Background: an optimization exercise with open tools, aiming at small area, a short achievable clock period and few clock cycles. Do not read the settings as production practice. RTL that was checked went through simulation tests only; none was proved equivalent to the original. Power figures rest on the tool's default switching activity, not on a simulated workload.

Design hid_keyboard_report_to_key_events_core, start of the top module:
module hid_keyboard_report_to_key_events_core (
  input  logic        clk_i,
  input  logic        rst_ni,
  input  logic        in_valid_i,
  output logic        in_stall_o,
  input  logic [55:0] in_data_i,
  output logic        out_valid_o,
  input  logic        out_stall_i,
  output logic [9:0]  out_data_o
);
  logic [5:0][7:0] pk;       
  logic [5:0][6:0] cur_q;    
  logic [5:0][6:0] held_q;   
  logic            cf_q;
  logic            hf_q;
  logic            cv_q;     
  logic [1:0]      s_q;      
  logic [5:0]      fp_q;     
  logic [5:0]      rv_q;     
  logic [2:0]      mod_q;    
  logic [1:0]      ph_q;     
  logic [11:0]     km_q;     
  logic            kz_q;     
  logic [11:0]     low_q;    
  logic            t_v;      
  logic [6:0]      t_key;    
  logic            t_val;    
  logic            t_last;   
  logic            stall_q;
  logic            ov_q;
  logic [9:0]      out_q;
  logic            advance;
  logic            accept;
  logic            step;
  logic            consume;
  logic [2:0]      in_mod;
  logic [5:0]      pz;       
  logic [5:0][6:0] pkc;      
  logic [5:0]      cz;       
  logic [5:0]      e0;       
  logic [5:0]      e1;       
  logic [5:0]      e2;       
  logic [5:0]      fp_n;
  logic [5:0]      rv_n;
  logic [11:0]     km_new;
  logic [11:0]     km_n;
  logic [11:0]     low_n;
  logic [11:0]     rest;
  logic [11:0]     low_k;
  logic [11:0]     low_r;
  logic [11:0]     seen_k;   
  logic [11:0]     seen_r;   
  ...
Size: about 1500 cells after synthesis, roughly 150 flip-flops, ~0.010 mm2 of cells after synthesis.
clock: 5.0 ns
lec_check: 0
abc_area: 1
abc_clock_period_in_ps: 1900
cap_margin: 20
core_margin: 2
core_utilization: 40
cts_buf_list: sky130_fd_sc_hd__clkbuf_4 sky130_fd_sc_hd__clkbuf_8
setup_slack_margin: 3.1
slew_margin: 20
standard.sh (not shown) runs the stock make flow with config.mk's settings and CLKGATE_MAP_FILE= SYNTH_SCRIPT=/design/flow/synth_recipe.tcl, a recipe that flattens the netlist after the stock synthesis.
==> flow/flow/run.sh <==
#!/bin/bash
# Standard layout, with the port buffers made of plain buffer cells
# (buffer_ports picks a delay cell by default).
export BUFFER_PORTS_ARGS="-buffer_cell sky130_fd_sc_hd__buf_2"
bash standard.sh > standard.log 2>&1
The baseline completed with no timing, DRC or antenna violations.
==> next run, changes <==
--- a/flow/config.mk
+++ b/flow/config.mk
@@ -8,3 +8,3 @@
 export ABC_AREA = 1
-export ABC_CLOCK_PERIOD_IN_PS = 1900
+export ABC_CLOCK_PERIOD_IN_PS = 2300
 export CAP_MARGIN = 20
@@ -13,3 +13,3 @@
 export CTS_BUF_LIST = sky130_fd_sc_hd__clkbuf_4 sky130_fd_sc_hd__clkbuf_8
-export SETUP_SLACK_MARGIN = 3.1
+export SETUP_SLACK_MARGIN = 2.7
 export SLEW_MARGIN = 20
Result: The new run went through all stages and came out clean. Routed wire length falls by 3.0%. Clock power went up by 3.7%. Area after synthesis is unchanged.
No functional check of the RTL was part of any run of this note.

---

Another version of the RTL of hid_keyboard_report_to_key_events_core (not shown whole).
Size in the first run: about 1200 cells after synthesis, ~160 flip-flops, roughly 72 I/O pins, about 11000 µm² of cells after synthesis.
==> flow/config.mk <==
export PLATFORM = sky130hd
export DESIGN_NAME = hid_keyboard_report_to_key_events_core
export DESIGN_NICKNAME = hid_keyboard_report_to_key_events_core
export VERILOG_FILES = /design/flow/design.v
export SDC_FILE = /design/flow/constraint.sdc
export NUM_CORES = 4
export LEC_CHECK = 0
export ABC_CLOCK_PERIOD_IN_PS = 2000
export CAP_MARGIN = 20
export CORE_MARGIN = 2
export CORE_UTILIZATION = 40
export SETUP_SLACK_MARGIN = 3.0
export SLEW_MARGIN = 20
==> flow/constraint.sdc <==
create_clock -name core_clock -period 5.0 [get_ports {clk_i}]
set_input_delay 1.0000 -clock core_clock [delete_from_list [all_inputs] [get_ports {clk_i}]]
set_output_delay 1.0000 -clock core_clock [all_outputs]
set_load 0.01 [all_outputs]
run.sh (not shown) runs the stock make flow with config.mk's settings and CLKGATE_MAP_FILE= SYNTH_SCRIPT=/design/flow/synth_recipe.tcl, a recipe that flattens the netlist after the stock synthesis.
Stock flow here: none of the scripts above is used.
The starting point ran to the end with no violations.
Next try:
--- a/flow/config.mk
+++ b/flow/config.mk
@@ -8 +8,2 @@
-export ABC_CLOCK_PERIOD_IN_PS = 2000
+export ABC_AREA = 1
+export ABC_CLOCK_PERIOD_IN_PS = 2300
@@ -12 +13 @@
-export SETUP_SLACK_MARGIN = 3.0
+export SETUP_SLACK_MARGIN = 2.7
Effect: Total power falls by 29%. Routed wire length falls by 1.4%. Synthesized area falls by 3.7%. Sequential share of layout area rises by 3.6 points.
Next try:
--- a/flow/config.mk
+++ b/flow/config.mk
@@ -8,2 +8 @@
-export ABC_AREA = 1
-export ABC_CLOCK_PERIOD_IN_PS = 2300
+export ABC_CLOCK_PERIOD_IN_PS = 2500
@@ -13 +12 @@
-export SETUP_SLACK_MARGIN = 2.7
+export SETUP_SLACK_MARGIN = 2.5
What happened: Non-clock buffer count came out higher by 4; sequential power came out higher by well over a third; global-route usage came out lower by 1.8 points; cell area came out higher by a few percent; clock power came out higher by a few percent; synthesized area came out higher by a few percent.
No functional check of the RTL was part of any run of this note.

---

hid_keyboard_report_to_key_events_core, a different RTL version from the one above (not shown whole).
Size in the first run: ~1,300 cells after synthesis, about 150 flip-flops.
clock: 5.0 ns
lec_check: 0
abc_area: 1
abc_clock_period_in_ps: 2000
cap_margin: 20
core_margin: 2
core_utilization: 40
cts_buf_list: sky130_fd_sc_hd__clkbuf_4 sky130_fd_sc_hd__clkbuf_8
setup_slack_margin: 3.0
slew_margin: 20
standard.sh (not shown) runs the stock make flow with config.mk's settings and CLKGATE_MAP_FILE= SYNTH_SCRIPT=/design/flow/synth_recipe.tcl, a recipe that flattens the netlist after the stock synthesis.
Scripts as last shown in full above: flow/flow/run.sh
The baseline finished clean.
Testbench counts at the start, summed over its fixed seeds: cycles 13,752.
Then changed:
==> flow/flow/run.sh (replaced) <==
#!/bin/bash
# Standard layout, with the port buffers made of plain buffer cells
# (buffer_ports picks a delay cell by default).
export BUFFER_PORTS_ARGS="-buffer_cell sky130_fd_sc_hd__buf_1"
bash standard.sh > standard.log 2>&1
- ABC_CLOCK_PERIOD_IN_PS: 2000 -> 2100
- SETUP_SLACK_MARGIN: 3.0 -> 2.9
Outcome: Wire length drops by 0.78%. Count of clock-buffer cells in the layout drops by 1. Setup slack got worse by 0.086 ns. Maximum frequency drops by 4.1%. Sequential cell count stays the same.
Then changed:
==> flow/flow/run.sh (replaced) <==
#!/bin/bash
# Standard layout, with the port buffers made of plain buffer cells
# (buffer_ports picks a delay cell by default).
export BUFFER_PORTS_ARGS="-buffer_cell sky130_fd_sc_hd__buf_2"
bash standard.sh > standard.log 2>&1
- ABC_CLOCK_PERIOD_IN_PS: 2100 -> 2300
- CTS_BUF_LIST: sky130_fd_sc_hd__clkbuf_4 sky130_fd_sc_hd__clkbuf_8 -> unset
- SETUP_SLACK_MARGIN: 2.9 -> 2.7
=> The new run completed with no timing, DRC or antenna violations; die area does not change; count of clock-buffer cells in the layout went up by 2; power increases by 5.1%; synthesized cell count is unchanged; worst setup slack is worse by 0.099 ns; core utilization grows by 0.47 points; sequential share of layout area decreases by 0.38 points; first-iteration DRC count is higher by 1.9%.
Then changed:
==> flow/run.sh (new file) <==
#!/bin/bash
# synth_recipe.tcl (not shown) runs the flow's synth.tcl, then flattens the netlist and writes it again
# the make line also repeats each setting of config.mk as NAME=value (left out here)
make -C /OpenROAD-flow-scripts/flow DESIGN_CONFIG=/design/flow/config.mk WORK_HOME=/design/flow/orfs CLKGATE_MAP_FILE= SYNTH_SCRIPT=/design/flow/synth_recipe.tcl finish
- ABC_CLOCK_PERIOD_IN_PS: 2300 -> 2100
- CTS_BUF_LIST: unset -> sky130_fd_sc_hd__clkbuf_4 sky130_fd_sc_hd__clkbuf_8
- SETUP_SLACK_MARGIN: 2.7 -> 2.9
removed: flow/flow/run.sh
removed: flow/standard.sh
The new run went through all stages and came out clean.
Core utilization went up by 1.8 points.
Synthesized cell count is unchanged.
Routed wire length went up by a few percent.
Clock power went down by a quarter to a third.
Critical path depth went up by 4.
Clock skew went up by 0.0079 ns.
Hold slack barely changes.
Sequential share of layout area went down by 1.4 points.
Count of clock-buffer cells in the layout went down by 1.
Synthesized area is unchanged.
Then changed:
==> flow/flow/run.sh (new file) <==
#!/bin/bash
# Standard layout, with the port buffers made of plain buffer cells
# (buffer_ports picks a delay cell by default).
export BUFFER_PORTS_ARGS="-buffer_cell sky130_fd_sc_hd__buf_2"
bash standard.sh > standard.log 2>&1
==> flow/standard.sh (new file) <==
#!/bin/bash
# synth_recipe.tcl (not shown) runs the flow's synth.tcl, then flattens the netlist and writes it again
# the make line also repeats each setting of config.mk as NAME=value (left out here)
make -C /OpenROAD-flow-scripts/flow DESIGN_CONFIG=/design/flow/config.mk WORK_HOME=/design/flow/orfs CLKGATE_MAP_FILE= SYNTH_SCRIPT=/design/flow/synth_recipe.tcl "${@:-finish}"
- CTS_CLUSTER_DIAMETER: unset -> 80
- CTS_CLUSTER_SIZE: unset -> 30
removed: flow/run.sh
The new run ran to the end with no violations; core utilization shrinks by 2.1 points; clock skew hardly moves; die area stays the same; critical path depth shrinks by 1; cell area shrinks by about 4.3%; via count shrinks by about 1.1%; power shrinks by 2.9%; area after synthesis stays the same; worst hold slack barely changes; sequential cell count stays the same.

==> what the ideal ports hide <==
How much do the figures lean on ideal ports? The routed layouts below were timed once more, with nothing changed but the port constraints.
Step 1, drivers: a clkbuf_16 drives clk_i and a buf_2 each remaining input, both assumed.
Step 2 times the ports against the registers' clock, not the clock port: input delays grow and output delays shrink by t, the midpoint of the rising clock arrivals with the driver on.
Slacks: ideal ports / drivers / drivers and shift; pairs: ideal ports / drivers.
run	shift t [ns]	setup slack, ns	worst setup path after step 2
the first run of note 1	0.507	2.972 / 2.929 / 2.657	input to register
the second run of note 1	0.528	2.824 / 2.824 / 2.422	input to register
the first run of note 2	0.468	2.708 / 2.708 / 2.527	input to register
the second run of note 2	0.488	2.673 / 2.697 / 2.209	input to register
the third run of note 2	0.479	2.469 / 2.469 / 2.064	input to register
the first run of note 3	0.501	2.986 / 2.942 / 2.575	input to register
the second run of note 3	0.494	2.900 / 2.920 / 2.426	input to register
the third run of note 3	0.479	2.801 / 2.801 / 2.425	input to register
the fourth run of note 3	0.517	2.924 / 2.914 / 2.397	input to register
the fifth run of note 3	0.508	2.958 / 2.934 / 2.504	input to register
After both steps setup and hold are still met in every run listed. For the fourth run of note 3, which loses most, drivers alone change the setup slack by -0.010 ns; drivers and shift together by -0.527 ns.
